What follows belongs to an exercise in optimizing a design on an open flow for a short achievable clock period and few clock cycles per item; a production flow would make more cautious choices.
In this exercise RTL edits were held to simulation tests only and were not proved equivalent to the original.
The flow treats the clock pin as an ideal source, which a real chip does not have.
Power and IR drop assume default switching activity.

## fjord
Design ppm_image_stream_decoder_unit, start of the top module:
module ppm_image_stream_decoder_unit
#(
  parameter int MAX_DIM = 65535
) (
  input  wire logic        clk,
  input  wire logic        rst,
  input  wire logic        byte_valid,
  output logic             byte_stall,
  input  wire logic [9:0]  byte_data,
  output logic             result_valid,
  input  wire logic        result_stall,
  output logic [101:0]     result_data
);
Size: roughly 4300 cells after synthesis, ~1300 flip-flops, about 120 I/O pins, roughly 53000 um^2 of cells after synthesis.
clock: 8.0 ns
lec_check: 0
abc_clock_period_in_ps: 2500
cap_margin: 20
core_margin: 2
core_utilization: 40
cts_cluster_diameter: 150
cts_cluster_size: 20
slew_margin: 20
standard.sh (not shown) runs the stock make flow with config.mk's settings and CLKGATE_MAP_FILE= SYNTH_SCRIPT=/design/flow/synth_recipe.tcl, a recipe that flattens the netlist after the stock synthesis.
==> flow/flow/run.sh <==
#!/bin/bash
# Standard layout, with three additions:
#  - after placement, output buffers and the flip-flops driving them are
#    moved next to their pins (pullout.tcl);
#  - after CTS, the top of the clock tree is flattened (retree.tcl);
#  - the resizer's setup repair aims below the clock period (a larger
#    slack margin).
# Each tool's output goes to its own log in this folder.
set -euo pipefail
export RES=orfs/results/$FLOW_PLATFORM/ppm_image_stream_decoder_unit/base
bash standard.sh SETUP_SLACK_MARGIN=6 place > standard_place.log 2>&1
openroad -no_init -exit flow/pullout.tcl > pullout.log 2>&1
bash standard.sh SETUP_SLACK_MARGIN=6 cts > standard_cts.log 2>&1
openroad -no_init -exit flow/retree.tcl > retree.log 2>&1
bash standard.sh SETUP_SLACK_MARGIN=6 finish > standard_finish.log 2>&1
Other scripts of this flow, unchanged in this note and not shown: flow/flow/pullout.tcl, flow/flow/pullout_proc.tcl, flow/flow/retree.tcl, flow/flow/retree_proc.tcl
Testbench counts of fjord, summed over its fixed seeds: cycles 61,437, items 61,285.
> inputs changed (fjord -> violet)
--- a/flow/design.v
+++ b/flow/design.v
@@ -107,35 +107,35 @@
   logic        e_bin, e_mok, e_good, e_ng, e_ovf;
   logic [19:0] e_bcd;
   logic [7:0]  e_b;
   logic [2:0]  n_ph;
   logic        n_txt, n_bin, n_cmt, n_st, n_ng, n_inv, n_dg, n_ovf, n_crs;
   logic [19:0] n_bcd;
   logic [1:0]  n_ml;
   logic        n_mp, n_m3, n_m6;
   logic        is_char, fin, tok_end, smp, n_mok;
   always_comb begin
-    n_ph  = t_ph;
-    n_txt = t_txt;
-    n_bin = t_bin;
-    n_cmt = t_cmt;
-    n_st = t_st;
-    n_ng = t_ng;
-    n_inv = t_inv;
-    n_dg = t_dg;
-    n_ovf = t_ovf;
-    n_crs = t_crs;
-    n_bcd = t_bcd;
-    n_ml = t_ml;
-    n_mp = t_mp;
-    n_m3 = t_m3;
-    n_m6 = t_m6;
+    n_ph  = c_sof ? ppmdec_pkg::PH_MAGIC : t_ph;
+    n_txt = c_sof ? 1'b1 : t_txt;
+    n_bin = c_sof ? 1'b0 : t_bin;
+    n_cmt = c_sof ? 1'b0 : t_cmt;
+    n_st  = c_sof ? 1'b0 : t_st;
+    n_ng  = c_sof ? 1'b0 : t_ng;
+    n_inv = c_sof ? 1'b0 : t_inv;
+    n_dg  = c_sof ? 1'b0 : t_dg;
+    n_ovf = c_sof ? 1'b0 : t_ovf;
+    n_crs = c_sof ? 1'b0 : t_crs;
+    n_bcd = c_sof ? 20'd0 : t_bcd;
+    n_ml  = c_sof ? 2'd0 : t_ml;
+    n_mp  = c_sof ? 1'b0 : t_mp;
+    n_m3  = c_sof ? 1'b0 : t_m3;
+    n_m6  = c_sof ? 1'b0 : t_m6;
     is_char = 1'b0;
     fin     = 1'b0;
     smp     = 1'b0;
     if (n_cmt) begin
       if (c_lf) n_cmt = 1'b0;
     end else if (n_txt) begin
       if (c_ws || c_hash) begin
         fin = n_st;
         if (c_hash) n_cmt = 1'b1;
       end else begin
@@ -204,41 +204,20 @@
           end
           default: ;
         endcase
       end else begin
         t_st <= n_st; t_ng <= n_ng; t_inv <= n_inv; t_dg <= n_dg;
         t_ovf <= n_ovf; t_bcd <= n_bcd;
         t_ml <= n_ml; t_mp <= n_mp; t_m3 <= n_m3; t_m6 <= n_m6;
         t_bin <= n_bin; t_txt <= n_txt; t_ph <= n_ph;
       end
     end
-    if (!hold && c_sof) begin
-      e_tok  <= c_eof && !c_ws && !c_hash;
-      e_smp  <= 1'b0;
-      e_ph   <= ppmdec_pkg::PH_MAGIC;
-      e_bin  <= 1'b0;
-      e_mok  <= 1'b0;
-      e_good <= 1'b0;
-      e_ng   <= 1'b0;
-      e_ovf  <= 1'b0;
-      e_bcd  <= 20'd0;
-    end
-    if (!hold && c_v && c_sof) begin
-      t_cmt <= c_hash;
-      t_crs <= 1'b0;
-      t_st  <= !c_ws && !c_hash && !c_eof;
-      t_ng <= 1'b0; t_inv <= 1'b0; t_dg <= 1'b0; t_ovf <= 1'b0; t_bcd <= 20'd0;
-      t_ml  <= (!c_ws && !c_hash && !c_eof) ? 2'd1 : 2'd0;
-      t_mp  <= !c_ws && !c_hash && !c_eof && c_p;
-      t_m3 <= 1'b0; t_m6 <= 1'b0;
-      t_bin <= 1'b0; t_txt <= 1'b1; t_ph <= ppmdec_pkg::PH_MAGIC;
-    end
   end
   logic        v1_v, v1_sof, v1_eof, v1_tok, v1_smp;
   logic [2:0]  v1_ph;
   logic        v1_bin, v1_mok, v1_good, v1_ng, v1_ovf, v1_nz, v1_big, v1_le255;
   logic [16:0] v1_t4, v1_t3;
   logic [9:0]  v1_t2;
   logic [6:0]  v1_t1;
   logic [7:0]  v1_byte;
   localparam logic [3:0] MD4 = 4'((MAX_DIM / 10000) % 10);
   localparam logic [3:0] MD3 = 4'((MAX_DIM / 1000) % 10);
--- outcome ---
- Looking at violet and fjord, the period utilization is a wash.
- violet vs fjord, standard cell core area went up by about 1%.
- NOTE synthesized area per cell fjord->violet decreased slightly
- Summary of violet over fjord: buffers inserted during post-CTS setup optimization lost about 12%, number of distinct standard cells referenced by the synthesized netlist lost 10, share of synthesized area spent on multiplexers lost 1.2 points, worst-case setup slack after placement lost 0.095 ns, count of buffers from port buffering neither gained nor lost much.
- In the reports for violet and fjord, the larger total global-route track usage belongs to violet.
- violet ends up with higher sequential power than fjord does.
- fjord -> violet: worst-path maximum fanout delta 0, exact match
- Endpoint arrival time on the critical path across violet and fjord: no real change.
- fjord -> violet: die boundary width increased slightly
- Die area grows slightly when moving from fjord to violet.
Testbench counts of violet, summed over its fixed seeds: cycles 61,437, items 61,285.

separate check: timing with driven ports:
Ports are ideal in the flow. The routed layouts listed here were re-timed in OpenROAD. Step 1, drivers: a clkbuf_16 drives clk and a buf_2 each remaining input, both assumed. Step 2 also shifts input and output timing later by t, the mid clock arrival at the registers, as if the neighbouring blocks saw the same clock. Three values: no drivers, after step 1, after step 2; two values: the first two.
run	t, ns	setup WS [ns]	latest minus earliest clock arrival (ns)	worst register clock-pin slew, ns	worst data-port slew with drivers (ns)
fjord	0.663	5.418 / 5.262 / 5.083	0.048 / 0.047	0.09 / 0.09	0.14
violet	0.660	5.410 / 5.256 / 5.132	0.033 / 0.032	0.10 / 0.10	0.07
After both steps setup and hold are still met in every run listed. For fjord, which loses most, drivers alone change the setup slack by -0.156 ns; drivers and shift together by -0.335 ns.
